This design comes from an exercise in tuning for small area, a short achievable clock period and few clock cycles per item on the open sky130 flow, not from production work.
The RTL was checked by simulation tests, not by an equivalence proof against the original design.

==> flow/design.v, too long to show whole: its modules and the start of the top module <==
// module DotProduct: 1606 lines
// module FullAdd: 4 lines
// module HalfAdd: 4 lines
// module face_transform: 149 lines
module face_transform
(
  input  logic                   clk,
  input  logic                   rst_n,
  input  logic                   in_valid,
  output logic                   in_ready,
  input  logic [Primitives::FACES_BITS-1:0]  in_face,
  input  logic [Primitives::MATRIX_BITS-1:0] in_matrix,
  output logic                   out_valid,
  input  logic                   out_ready,
  output logic [Primitives::FACES_BITS-1:0]  out_face,
  output logic [15:0]            face_count
);
  // ...
==> flow/flow/run.sh <==
#!/bin/bash
set -euo pipefail
MARGIN=${MARGIN:-9.0}
bash standard.sh synth > synth.log 2>&1
bash standard.sh SETUP_SLACK_MARGIN=$MARGIN "BUFFER_PORTS_ARGS=-buffer_cell sky130_fd_sc_hd__buf_2" finish > layout.log 2>&1
==> flow/standard.sh <==
#!/bin/bash
# synth_recipe.tcl (not shown) runs the flow's synth.tcl, then flattens the netlist and writes it again
# the make line also repeats each setting of config.mk as NAME=value (left out here)
make -C /OpenROAD-flow-scripts/flow DESIGN_CONFIG=/design/flow/config.mk WORK_HOME=/design/flow/orfs CLKGATE_MAP_FILE= SYNTH_SCRIPT=/design/flow/synth_recipe.tcl "${@:-finish}"
==> flow/config.mk <==
export PLATFORM = sky130hd
export DESIGN_NAME = face_transform
export DESIGN_NICKNAME = face_transform
export VERILOG_FILES = /design/flow/design.v
export SDC_FILE = /design/flow/constraint.sdc
export NUM_CORES = 4
export LEC_CHECK = 0
export CAP_MARGIN = 20
export CORE_MARGIN = 2
export CORE_UTILIZATION = 56
export SLEW_MARGIN = 20
export SYNTH_HIERARCHICAL = 1
export SYNTH_MINIMUM_KEEP_SIZE = 0
==> flow/constraint.sdc <==
create_clock -name core_clock -period 13.5 [get_ports {clk}]
set_input_delay 2.7000 -clock core_clock [delete_from_list [all_inputs] [get_ports {clk}]]
set_output_delay 2.7000 -clock core_clock [all_outputs]
set_load 0.01 [all_outputs]
==> out/metrics.yaml, run 1 <==
status: "complete, no violations"
synth_area_per_cell_um2: 11.84
slew_headroom: 0.1650
yosys-top-cells-count: "xnor2_1 (4,209), a22oi_1 (3,852), fa_1 (3,636), clkbuf_1 (1,697), edfxtp_1 (1,656)"
clk_pin_slew_ns: 0.06
cts_resized: 80
fin_cells: 23810
tap_cells: 5265
regMostFlops: "g_el.g_col.u_dot.mid_q"
drtIter0Drc: 28150
buffers: 1321
largest_reg_flops: 816
cp.required_ns: 14.22
final_cell_mix: "xnor2_1 (4,208), a22oi_1 (3,852), fa_1 (3,636), edfxtp_1 (1,656), ha_1 (709)"
drive_gt1_frac: 0.09613
postCtsHoldBufs: 0
ys_top_cells_by_area: "fa_1 (33%), edfxtp_1 (22%), xnor2_1 (16%)"
path_common_cell: "fa_1"
hold_ws_ns: 0.3814
grt_max_degree: 268
synth_edf_count: 1656
worst_pin_slew_ns: 1.252
setup_viol: 0
tns_ns: 0
insertedDiodeCount: 78
use_met1: 0.5786
grt_setup_unrepaired: "yes"
ys_seq_elements: 1677
Testbench counts, summed over its fixed seeds: cycles 1,304, items 1,280.
==> module face_transform, before the edit <==
module face_transform
(
  input  logic                   clk,
  input  logic                   rst_n,
  input  logic                   in_valid,
  output logic                   in_ready,
  input  logic [Primitives::FACES_BITS-1:0]  in_face,
  input  logic [Primitives::MATRIX_BITS-1:0] in_matrix,
  output logic                   out_valid,
  input  logic                   out_ready,
  output logic [Primitives::FACES_BITS-1:0]  out_face,
  output logic [15:0]            face_count
);
  logic        en;
  logic        vld1, vld2;
  logic        ovld, kvld;
  logic        rdy_q;
  logic        push, o_free;
  logic [Primitives::FACES_BITS-1:0]  face_q;
  logic [11:0] color2;
  logic [Primitives::FACES_BITS-1:0]  res_face;
  logic [Primitives::FACES_BITS-1:0]  out_q;
  logic [Primitives::FACES_BITS-1:0]  skid_q;
  assign en        = !kvld;
  assign in_ready  = rdy_q;
  assign push      = vld2 && en;
  assign o_free    = !ovld || out_ready;
  assign out_valid = ovld;
  assign out_face  = out_q;
  always_ff @(posedge clk or negedge rst_n) begin
    if (!rst_n) begin
      vld1       <= 1'b0;
      vld2       <= 1'b0;
      ovld       <= 1'b0;
      kvld       <= 1'b0;
      face_count <= 16'd0;
    end else begin
      if (en) begin
        vld1 <= in_valid;
        vld2 <= vld1;
      end
      if (o_free) begin
        ovld <= kvld || push;
        kvld <= 1'b0;
      end else if (push) begin
        kvld <= 1'b1;
      end
      if (ovld && out_ready) face_count <= face_count + 16'd1;
    end
  end
  always_ff @(posedge clk or negedge rst_n) begin
    if (!rst_n)      rdy_q <= 1'b1;
    else if (o_free) rdy_q <= 1'b1;
    else if (push)   rdy_q <= 1'b0;
  end
  always_ff @(posedge clk) begin
    if (en) begin
      face_q <= in_face;
      color2 <= face_q[11:0];
    end
    if (o_free) out_q <= kvld ? skid_q : res_face;
    if (!o_free && !kvld) skid_q <= res_face;
  end
  logic [15:0] e  [12];
  logic [15:0] mi [3][3];
  for (genvar k = 0; k < 12; k++) begin : g_e
    assign e[k] = face_q[203 - 16*k -: 16];
  end
  for (genvar c = 0; c < 3; c++) begin : g_mc
    for (genvar k = 0; k < 3; k++) begin : g_mk
      assign mi[c][k] = in_matrix[143 - 48*c - 16*k -: 16];
    end
  end
  logic [7:0] one_d [3][3];
  logic [7:0] two_d [3][3];
  logic [7:0] neg_d [3][3];
  logic [7:0] one [3][3];
  logic [7:0] two [3][3];
  logic [7:0] neg [3][3];
  logic [15:0] m  [3][3];
  logic [8:0]  zq [3][3];
  for (genvar c = 0; c < 3; c++) begin : g_bc
    for (genvar k = 0; k < 3; k++) begin : g_bk
      logic [16:0] qx;
      assign qx = {mi[c][k], 1'b0};
      for (genvar j = 0; j < 8; j++) begin : g_bj
        assign one_d[c][k][j] = qx[2*j+1] ^ qx[2*j];
        assign two_d[c][k][j] = (qx[2*j+2] & ~qx[2*j+1] & ~qx[2*j]) |
                                (~qx[2*j+2] & qx[2*j+1] & qx[2*j]);
        assign neg_d[c][k][j] = qx[2*j+2];
      end
      always_ff @(posedge clk) begin
        if (en) begin
          one[c][k] <= one_d[c][k];
          two[c][k] <= two_d[c][k];
          neg[c][k] <= neg_d[c][k];
        end
      end
      for (genvar j = 0; j < 8; j++) begin : g_mb
        assign m[c][k][2*j+1] = neg[c][k][j];
        if (j == 0) begin : g_m0
          assign m[c][k][0] = one[c][k][0];
        end else begin : g_mj
          assign m[c][k][2*j] = one[c][k][j] ^ neg[c][k][j-1];
        end
      end
      assign zq[c][k][0] = 1'b1;
      for (genvar t = 1; t < 9; t++) begin : g_z
        assign zq[c][k][t] = zq[c][k][t-1] & ~m[c][k][t-1];
      end
    end
  end
  logic [8:0] zp [12];
  for (genvar k = 0; k < 12; k++) begin : g_zp
    assign zp[k][0] = 1'b1;
    for (genvar t = 1; t < 9; t++) begin : g_z
      assign zp[k][t] = zp[k][t-1] & ~e[k][t-1];
    end
  end
  logic [2:0]  nb  [4][3];
  logic [15:0] res [4][3];
  for (genvar el = 0; el < 4; el++) begin : g_el
    for (genvar c = 0; c < 3; c++) begin : g_col
      for (genvar k = 0; k < 3; k++) begin : g_k
        logic lowzero;
        always_comb begin
          lowzero = 1'b0;
          for (int t = 0; t < 9; t++) lowzero = lowzero | (zp[3*el+k][t] & zq[c][k][8-t]);
        end
        assign nb[el][c][k] = (e[3*el+k][15] ^ m[c][k][15]) & ~lowzero;
      end
      DotProduct u_dot (
        .clk (clk), .en (en),
        .p0 (e[3*el]), .p1 (e[3*el+1]), .p2 (e[3*el+2]),
        .one0 (one[c][0]), .two0 (two[c][0]), .neg0 (neg[c][0]),
        .one1 (one[c][1]), .two1 (two[c][1]), .neg1 (neg[c][1]),
        .one2 (one[c][2]), .two2 (two[c][2]), .neg2 (neg[c][2]),
        .n ({nb[el][c][2], nb[el][c][1], nb[el][c][0]}),
        .result (res[el][c])
      );
    end
  end
  always_comb begin
    for (int el = 0; el < 4; el++)
      for (int c = 0; c < 3; c++)
        res_face[203 - 48*el - 16*c -: 16] = res[el][c];
    res_face[11:0] = color2;
  end
endmodule
==> inputs of run 2 (changes only) <==
--- a/flow/design.v
+++ b/flow/design.v
@@ -1199,70 +1199,70 @@
   HalfAdd u_s423 (.a(pp244), .b(pp259), .s(s423), .co(c424));
   FullAdd u_s425 (.a(pp275), .b(neg2[2]), .c(s413), .s(s425), .co(c426));
   FullAdd u_s427 (.a(pp276), .b(c414), .c(s415), .s(s427), .co(c428));
   FullAdd u_s429 (.a(c416), .b(s409), .c(s417), .s(s429), .co(c430));
   FullAdd u_s431 (.a(s411), .b(c418), .c(s419), .s(s431), .co(c432));
   assign {lc2, lsum2} = {1'b0, s431, s429, s427, s425, s423, neg2[1], pp242, pp241} + {1'b0, c430, c428, c426, c424, c422, s421, 1'b0, neg2[0]};
   FullAdd u_s433 (.a(pp9), .b(pp24), .c(pp39), .s(s433), .co(c434));
   FullAdd u_s435 (.a(pp54), .b(pp69), .c(neg0[4]), .s(s435), .co(c436));
-  FullAdd u_s437 (.a(pp129), .b(pp144), .c(pp159), .s(s437), .co(c438));
-  FullAdd u_s439 (.a(pp174), .b(pp189), .c(neg1[4]), .s(s439), .co(c440));
-  FullAdd u_s441 (.a(pp249), .b(pp264), .c(pp279), .s(s441), .co(c442));
-  FullAdd u_s443 (.a(pp294), .b(pp309), .c(neg2[4]), .s(s443), .co(c444));
-  FullAdd u_s445 (.a(c364), .b(c388), .c(c412), .s(s445), .co(c446));
-  FullAdd u_s447 (.a(s433), .b(s435), .c(s437), .s(s447), .co(c448));
-  FullAdd u_s449 (.a(s439), .b(s441), .c(s443), .s(s449), .co(c450));
-  FullAdd u_s451 (.a(c372), .b(c396), .c(c420), .s(s451), .co(c452));
-  FullAdd u_s453 (.a(s445), .b(s447), .c(s449), .s(s453), .co(c454));
-  FullAdd u_s455 (.a(c384), .b(c408), .c(c432), .s(s455), .co(c456));
-  FullAdd u_s457 (.a(s451), .b(n[0]), .c(n[1]), .s(s457), .co(c458));
-  FullAdd u_s459 (.a(n[2]), .b(s453), .c(s455), .s(s459), .co(c460));
+  FullAdd u_s437 (.a(n[0]), .b(pp129), .c(pp144), .s(s437), .co(c438));
+  FullAdd u_s439 (.a(pp159), .b(pp174), .c(pp189), .s(s439), .co(c440));
+  FullAdd u_s441 (.a(neg1[4]), .b(n[1]), .c(pp249), .s(s441), .co(c442));
+  FullAdd u_s443 (.a(pp264), .b(pp279), .c(pp294), .s(s443), .co(c444));
+  FullAdd u_s445 (.a(pp309), .b(neg2[4]), .c(n[2]), .s(s445), .co(c446));
+  FullAdd u_s447 (.a(c364), .b(c388), .c(c412), .s(s447), .co(c448));
+  FullAdd u_s449 (.a(s433), .b(s435), .c(s437), .s(s449), .co(c450));
+  FullAdd u_s451 (.a(s439), .b(s441), .c(s443), .s(s451), .co(c452));
+  FullAdd u_s453 (.a(s445), .b(c372), .c(c396), .s(s453), .co(c454));
+  FullAdd u_s455 (.a(c420), .b(s447), .c(s449), .s(s455), .co(c456));
+  FullAdd u_s457 (.a(s451), .b(c384), .c(c408), .s(s457), .co(c458));
+  FullAdd u_s459 (.a(c432), .b(s453), .c(s455), .s(s459), .co(c460));
   FullAdd u_s461 (.a(pp10), .b(pp25), .c(pp40), .s(s461), .co(c462));
   FullAdd u_s463 (.a(pp55), .b(pp70), .c(pp130), .s(s463), .co(c464));
   FullAdd u_s465 (.a(pp145), .b(pp160), .c(pp175), .s(s465), .co(c466));
   FullAdd u_s467 (.a(pp190), .b(pp250), .c(pp265), .s(s467), .co(c468));
   FullAdd u_s469 (.a(pp280), .b(pp295), .c(pp310), .s(s469), .co(c470));
   FullAdd u_s471 (.a(c434), .b(c436), .c(c438), .s(s471), .co(c472));
   FullAdd u_s473 (.a(c440), .b(c442), .c(c444), .s(s473), .co(c474));
-  FullAdd u_s475 (.a(s461), .b(s463), .c(s465), .s(s475), .co(c476));
-  FullAdd u_s477 (.a(s467), .b(s469), .c(c446), .s(s477), .co(c478));
-  FullAdd u_s479 (.a(c448), .b(c450), .c(s471), .s(s479), .co(c480));
-  FullAdd u_s481 (.a(s473), .b(c452), .c(s475), .s(s481), .co(c482));
-  FullAdd u_s483 (.a(s477), .b(c454), .c(s479), .s(s483), .co(c484));
-  FullAdd u_s485 (.a(c456), .b(s481), .c(c458), .s(s485), .co(c486));
+  FullAdd u_s475 (.a(c446), .b(s461), .c(s463), .s(s475), .co(c476));
+  FullAdd u_s477 (.a(s465), .b(s467), .c(s469), .s(s477), .co(c478));
+  FullAdd u_s479 (.a(c448), .b(c450), .c(c452), .s(s479), .co(c480));
+  FullAdd u_s481 (.a(s471), .b(s473), .c(c454), .s(s481), .co(c482));
+  FullAdd u_s483 (.a(s475), .b(s477), .c(c456), .s(s483), .co(c484));
+  FullAdd u_s485 (.a(s479), .b(c458), .c(s481), .s(s485), .co(c486));
   FullAdd u_s487 (.a(pp11), .b(pp26), .c(pp41), .s(s487), .co(c488));
   FullAdd u_s489 (.a(pp56), .b(pp71), .c(pp85), .s(s489), .co(c490));
   FullAdd u_s491 (.a(neg0[5]), .b(pp131), .c(pp146), .s(s491), .co(c492));
   FullAdd u_s493 (.a(pp161), .b(pp176), .c(pp191), .s(s493), .co(c494));
   FullAdd u_s495 (.a(pp205), .b(neg1[5]), .c(pp251), .s(s495), .co(c496));
   FullAdd u_s497 (.a(pp266), .b(pp281), .c(pp296), .s(s497), .co(c498));
   FullAdd u_s499 (.a(pp311), .b(pp325), .c(neg2[5]), .s(s499), .co(c500));
   FullAdd u_s501 (.a(c462), .b(c464), .c(c466), .s(s501), .co(c502));
   FullAdd u_s503 (.a(c468), .b(c470), .c(s487), .s(s503), .co(c504));
   FullAdd u_s505 (.a(s489), .b(s491), .c(s493), .s(s505), .co(c506));
   FullAdd u_s507 (.a(s495), .b(s497), .c(s499), .s(s507), .co(c508));
   FullAdd u_s509 (.a(c472), .b(c474), .c(c476), .s(s509), .co(c510));
-  FullAdd u_s511 (.a(s501), .b(s503), .c(c478), .s(s511), .co(c512));
+  FullAdd u_s511 (.a(c478), .b(s501), .c(s503), .s(s511), .co(c512));
   FullAdd u_s513 (.a(s505), .b(s507), .c(c480), .s(s513), .co(c514));
-  FullAdd u_s515 (.a(s509), .b(c482), .c(s511), .s(s515), .co(c516));
+  FullAdd u_s515 (.a(c482), .b(s509), .c(s511), .s(s515), .co(c516));
   FullAdd u_s517 (.a(pp12), .b(pp27), .c(pp42), .s(s517), .co(c518));
   FullAdd u_s519 (.a(pp57), .b(pp72), .c(pp86), .s(s519), .co(c520));
   FullAdd u_s521 (.a(pp132), .b(pp147), .c(pp162), .s(s521), .co(c522));
   FullAdd u_s523 (.a(pp177), .b(pp192), .c(pp206), .s(s523), .co(c524));
   FullAdd u_s525 (.a(pp252), .b(pp267), .c(pp282), .s(s525), .co(c526));
   FullAdd u_s527 (.a(pp297), .b(pp312), .c(pp326), .s(s527), .co(c528));
   FullAdd u_s529 (.a(c488), .b(c490), .c(c492), .s(s529), .co(c530));
   FullAdd u_s531 (.a(c494), .b(c496), .c(c498), .s(s531), .co(c532));
   FullAdd u_s533 (.a(c500), .b(s517), .c(s519), .s(s533), .co(c534));
   FullAdd u_s535 (.a(s521), .b(s523), .c(s525), .s(s535), .co(c536));
   FullAdd u_s537 (.a(s527), .b(c502), .c(c504), .s(s537), .co(c538));
   FullAdd u_s539 (.a(c506), .b(c508), .c(s529), .s(s539), .co(c540));
   FullAdd u_s541 (.a(s531), .b(s533), .c(s535), .s(s541), .co(c542));
-  FullAdd u_s543 (.a(c510), .b(s537), .c(c512), .s(s543), .co(c544));
+  FullAdd u_s543 (.a(c510), .b(c512), .c(s537), .s(s543), .co(c544));
   FullAdd u_s545 (.a(s539), .b(s541), .c(c514), .s(s545), .co(c546));
   FullAdd u_s547 (.a(pp13), .b(pp28), .c(pp43), .s(s547), .co(c548));
   FullAdd u_s549 (.a(pp58), .b(pp73), .c(pp87), .s(s549), .co(c550));
   FullAdd u_s551 (.a(pp99), .b(neg0[6]), .c(pp133), .s(s551), .co(c552));
   FullAdd u_s553 (.a(pp148), .b(pp163), .c(pp178), .s(s553), .co(c554));
   FullAdd u_s555 (.a(pp193), .b(pp207), .c(pp219), .s(s555), .co(c556));
   FullAdd u_s557 (.a(neg1[6]), .b(pp253), .c(pp268), .s(s557), .co(c558));
   FullAdd u_s559 (.a(pp283), .b(pp298), .c(pp313), .s(s559), .co(c560));
@@ -1452,21 +1452,21 @@
   FullAdd u_s927 (.a(c900), .b(c902), .c(c904), .s(s927), .co(c928));
   FullAdd u_s929 (.a(s921), .b(s923), .c(s925), .s(s929), .co(c930));
   FullAdd u_s931 (.a(c906), .b(c908), .c(s927), .s(s931), .co(c932));
   assign mid_d[0] = s457;
   assign mid_d[1] = lc0;
   assign mid_d[2] = lc1;
   assign mid_d[3] = lc2;
   assign mid_d[4] = s459;
-  assign mid_d[5] = s483;
-  assign mid_d[6] = c460;
+  assign mid_d[5] = c460;
+  assign mid_d[6] = s483;
   assign mid_d[7] = s485;
-  assign mid_d[8] = s513;
-  assign mid_d[9] = c484;
+  assign mid_d[8] = c484;
+  assign mid_d[9] = s513;
   assign mid_d[10] = c486;
   assign mid_d[11] = s515;
   assign mid_d[12] = c516;
   assign mid_d[13] = s543;
   assign mid_d[14] = s545;
   assign mid_d[15] = s575;
   assign mid_d[16] = c544;
   assign mid_d[17] = s577;
@@ -1717,17 +1717,16 @@
     end
   end
   logic [7:0] one_d [3][3];
   logic [7:0] two_d [3][3];
   logic [7:0] neg_d [3][3];
   logic [7:0] one [3][3];
   logic [7:0] two [3][3];
   logic [7:0] neg [3][3];
-  logic [15:0] m  [3][3];
   logic [8:0]  zq [3][3];
   for (genvar c = 0; c < 3; c++) begin : g_bc
     for (genvar k = 0; k < 3; k++) begin : g_bk
       logic [16:0] qx;
       assign qx = {mi[c][k], 1'b0};
       for (genvar j = 0; j < 8; j++) begin : g_bj
         assign one_d[c][k][j] = qx[2*j+1] ^ qx[2*j];
         assign two_d[c][k][j] = (qx[2*j+2] & ~qx[2*j+1] & ~qx[2*j]) |
@@ -1736,48 +1735,46 @@
       end
       always_ff @(posedge clk) begin
         if (en) begin
           one[c][k] <= one_d[c][k];
           two[c][k] <= two_d[c][k];
           neg[c][k] <= neg_d[c][k];
         end
       end
-      for (genvar j = 0; j < 8; j++) begin : g_mb
-        assign m[c][k][2*j+1] = neg[c][k][j];
-        if (j == 0) begin : g_m0
-          assign m[c][k][0] = one[c][k][0];
-        end else begin : g_mj
-          assign m[c][k][2*j] = one[c][k][j] ^ neg[c][k][j-1];
-        end
-      end
       assign zq[c][k][0] = 1'b1;
       for (genvar t = 1; t < 9; t++) begin : g_z
-        assign zq[c][k][t] = zq[c][k][t-1] & ~m[c][k][t-1];
+        assign zq[c][k][t] = zq[c][k][t-1] & ~mi[c][k][t-1];
       end
     end
   end
-  logic [8:0] zp [12];
+  logic [15:0] ei [12];
+  logic [8:0]  zp [12];
   for (genvar k = 0; k < 12; k++) begin : g_zp
+    assign ei[k] = in_face[203 - 16*k -: 16];
     assign zp[k][0] = 1'b1;
     for (genvar t = 1; t < 9; t++) begin : g_z
-      assign zp[k][t] = zp[k][t-1] & ~e[k][t-1];
+      assign zp[k][t] = zp[k][t-1] & ~ei[k][t-1];
     end
   end
   logic [2:0]  nb  [4][3];
   logic [15:0] res [4][3];
   for (genvar el = 0; el < 4; el++) begin : g_el
     for (genvar c = 0; c < 3; c++) begin : g_col
       for (genvar k = 0; k < 3; k++) begin : g_k
         logic lowzero;
+        logic n_q;
         always_comb begin
           lowzero = 1'b0;
           for (int t = 0; t < 9; t++) lowzero = lowzero | (zp[3*el+k][t] & zq[c][k][8-t]);
         end
-        assign nb[el][c][k] = (e[3*el+k][15] ^ m[c][k][15]) & ~lowzero;
+        always_ff @(posedge clk) begin
+          if (en) n_q <= (ei[3*el+k][15] ^ mi[c][k][15]) & ~lowzero;
+        end
+        assign nb[el][c][k] = n_q;
       end
       DotProduct u_dot (
         .clk (clk), .en (en),
         .p0 (e[3*el]), .p1 (e[3*el+1]), .p2 (e[3*el+2]),
         .one0 (one[c][0]), .two0 (two[c][0]), .neg0 (neg[c][0]),
         .one1 (one[c][1]), .two1 (two[c][1]), .neg1 (neg[c][1]),
         .one2 (one[c][2]), .two2 (two[c][2]), .neg2 (neg[c][2]),
         .n ({nb[el][c][2], nb[el][c][1], nb[el][c][0]}),
==> flow/config.mk (replaced) <==
export PLATFORM = sky130hd
export DESIGN_NAME = face_transform
export DESIGN_NICKNAME = face_transform
export VERILOG_FILES = /design/flow/design.v
export SDC_FILE = /design/flow/constraint.sdc
export NUM_CORES = 4
export LEC_CHECK = 0
export CAP_MARGIN = 20
export CORE_MARGIN = 2
export CORE_UTILIZATION = 50
export SLEW_MARGIN = 20
export SYNTH_HIERARCHICAL = 1
export SYNTH_MINIMUM_KEEP_SIZE = 0
==> run 2 against run 1 <==
Compared with the run above: highest routed layer unchanged; maximum frequency shrank 1.1%; global-route usage fell by 3.2 points; critical path type unchanged; synthesized area rose by 0.50%; non-clock buffer count increased by 33; final cell count rose by 3.5%; clock skew is 0.029 ns higher; flip-flop and latch count rose by 36; sequential share of layout area grew 0.21 points; cell area is 1.1% higher; utilization fell by 6.0 points; still clean.
==> out/metrics.yaml, run 2 <==
core_um2: 448200
worst_pin_slew_ns: 1.324  # +0.07111 ns
min-delay-start: "face_q[7]$_DFFE_PN_"
rrSetupSlack_ns: 8.85
slew_headroom: 0.1113  # -0.05375
fin_worst_skew_ns: 0.1136
synth.distinct_cells: 67
crit_fanout: 27
ys_seq_area_frac: 0.2284
startpoint: "face_q[198]$_DFFE_PN_"
final_cell_mix: "xnor2_1 (4,215), a22oi_1 (3,854), fa_1 (3,636), edfxtp_1 (1,692), ha_1 (709)"
synth.largest_area_cell: "fa_1"
yosys-top-cells-count: "xnor2_1 (4,215), a22oi_1 (3,854), fa_1 (3,636), clkbuf_1 (1,756), edfxtp_1 (1,692)"
insertion_delay_ns: 1.04
r2r-end: "g_el[0].g_col[1].u_dot.mid_q[27]$_DFFE_PP_"
syn_nets: 23650
m1WireLength_mm: 332.8
synth_top_area_share: 0.3238
cp.required_ns: 14.26  # +0.04 ns
rows: 246
synth_warnings: 33
slowest_delay_ns: 0.67
final_common_cell: "xnor2_1"
hold_viol_final: 0
cts.sinks: 1713
cts_max_level: 4
netlist_instances: 18960
worstReg2RegStart: "face_q[198]$_DFFE_PN_"
area.growth.synth_to_final_pct: 7.380
largest_reg_flops: 816  # unchanged
dp_hpwl_mm: 660.2
fin_crit_ns: 4.648
dr_wl_met3_mm: 177.7
min_path_type: "reg2reg"
cp_slowest_cell: "edfxtp_1"
wl_mm: 1023
synth_edf_count: 1692  # +2.2%
drc: 0
routabilityCongestion: 1.017
grt_setup_unrepaired: "yes"
crit_path_start_kind: "flip-flop"
slew_viol_final: 0
grt_overflow: 0
end_kind: "flip-flop"
antenna_found_initial: 107
min_to: "color2[7]$_DFFE_PN_"
hold_depth: 0
setup_viol: 0  # unchanged
status: "complete, no violations"
drtIter0Drc: 30060  # +6.8%
grt_pass1_wl_mm: 1418
ys_top_cells_by_area: "fa_1 (32%), edfxtp_1 (23%), xnor2_1 (16%)"
numCtsBuffers: 212
cts_buffer_depth: 4
clk_pin_slew_ns: 0.06  # about the same
grt_usage: 0.4441
postCtsHoldBufs: 0  # unchanged
cts_root_buf: "clkbuf_16"
nets: 23050
wl_per_cell_um: 41.55
drtAntennaViolNets: 0
cts_tree: "yes"
num_vias: 181700
async_flop_share: 0.01226
synth_area_per_cell_um2: 11.86  # +0.12%
ys_seq_elements: 1713  # +2.1%
die_h_um: 674.5
cap_violations: 0
grt_pass1_vias: 184500
grt_max_degree: 143  # -47%
drive_gt1_frac: 0.1106  # +0.01443
io_pins: 574
synth.most_common_cell: "xnor2_1"
finalCritPeriodShare: 0.3443
cp.arrival_ns: 5.41
fin_util: 0.5386
start_util: 0.5016
routed_via_density: 7.376
port_buffers: 573
cp_cell_sequence: "buf_6 > buf_6 > a22oi_1 > xnor2_1 > fa_1 > fa_1 > fa_1 > fa_1 > fa_1"
routed.top_layer: "met5"
ff2ff_path_depth: 9
regMostFlops: "g_el.g_col.u_dot.mid_q"
firstDrtPassIters: 11
path_common_cell: "fa_1"
criticalPathCategory: "reg2reg"
netlist_area_um2: 224800
synthFlopType: "edfxtp_1"
die_w_um: 674.5
dr_wl_met2_mm: 406.4
die-area_um2: 455000
max_freq_mhz: 215.1
==> run 2: kinds of logic (layout without fill, tap and decap cells) <==
logic type	count (synthesis)	in the layout	share of synthesized area
and+or+nand+nor	911	911	0.01956
muxes	207	207	0.01037
buffers and inverters	2194	1772	0.03883
DFF	1713	1713	0.2284
xor gates and xnor gates	4518	4518	0.1760
other	12	157	0.0002004
adders and majority gates	4345	4345	0.3633
AOI/OAI and AO/OA	5055	5055	0.1633
==> run 2: per-module statistics from Yosys, one instance, submodules excluded <==
module / cell area, um^2 / flops+latches / times used
face_transform: 34000 / 897 / 1
DotProduct: 9528 / 68 / 12
FullAdd: 20.02 / 0 / 3624
HalfAdd: 12.51 / 0 / 312
==> run 2: final cells by class <==
type                    instances  area (um^2)
well taps                    5952         7447
clock buffers                 242         5438
repair buffers               1354        10060
multi-input cells           15050       164700
diodes                        145        362.8
flip-flops and latches       1713        51340
inverters                      26        101.3
fillers                     38920       206800
clock inverters               150         1889
==> run 2: routing by layer <==
metal  global-route usage  up-vias
met1               0.5187    91530
met4               0.3504       98
met3               0.2286     5762
met2               0.6102    18180
li1                     -    66100
met5              0.01137        -
==> run 2: repair_timing <==
action	4_1_cts	5_1_grt
resized for setup	96	178
cloned	0	0
setup endpoints to repair	606	250
buffers inserted	43	31
==> run 2: worst max-delay path by stage <==
stage / depth (start not counted) / end / slack (ns)
after floorplan: 2 / color2[0]$_DFFE_PN_ / -6.73
after global placement: 5 / out_q[72]$_DFFE_PN_ / 7.99
after detailed placement: 5 / out_q[71]$_DFFE_PN_ / 7.96
after CTS: 9 / g_el[1].g_col[2].u_dot.mid_q[55]$_DFFE_PP_ / 8.92
after global routing: 7 / g_el[1].g_col[0].u_dot.mid_q[37]$_DFFE_PP_ / 8.95
final: 9 / g_el[0].g_col[1].u_dot.mid_q[27]$_DFFE_PP_ / 8.85
==> run 2: per-stage QoR <==
stage / hold WS, ns / setup slack [ns] / std cells / instance area [um^2] / setup TNS (ns)
floorplan: 0.4003 / -6.727 / 18960 / 224800 / -8959.52
global placement: 0.4011 / 7.995 / 24020 / 232100 / 0
detailed placement: 0.4045 / 7.963 / 24020 / 232100 / 0
CTS: 0.4189 / 8.919 / 24450 / 240200 / 0
global route: 0.4240 / 8.951 / 24550 / 241200 / 0
finish: 0.4174 / 8.852 / 24630 / 241400 / 0
==> run 2: worst max-delay path: cells and delay by family, from the launching register on <==
| kind | cells | cell delay (ns) |
|---|---|---|
| adders and majority gates | 5 | 2.39 |
| buffers and inverters | 2 | 0.76 |
| DFF | 1 | 0.67 |
| xor gates and xnor gates | 1 | 0.31 |
| AOI/OAI and AO/OA | 1 | 0.16 |
Testbench counts of run 2, summed over its fixed seeds: cycles 1,304, items 1,280.

[separate check: timing with driven ports]
How much do the figures lean on ideal ports? The routed layouts below were timed once more, with nothing changed but the port constraints.
Step 1, drivers: a clkbuf_16 drives clk and a buf_2 each remaining input, both assumed.
Step 2, shift: input delay + t, output delay - t, t = (earliest + latest rising clock arrival at the registers) / 2. This alone moves slack from input paths to output paths.
a / b / c = ideal ports / drivers / drivers and shift; a / b = the first two.
run	shift t [ns]	setup WS [ns]	worst setup path at the end	worst data-port slew with drivers (ns)	cell pins on the clock port's net
run 1	1.083	8.902 / 8.902 / 8.212	input to register	0.15	1
run 2	1.117	8.852 / 8.852 / 8.180	input to register	0.35	1
After both steps setup and hold are still met in every run listed. The setup slack of run 1, which loses most, moves by 0.000 ns with the drivers and by -0.690 ns with both steps.
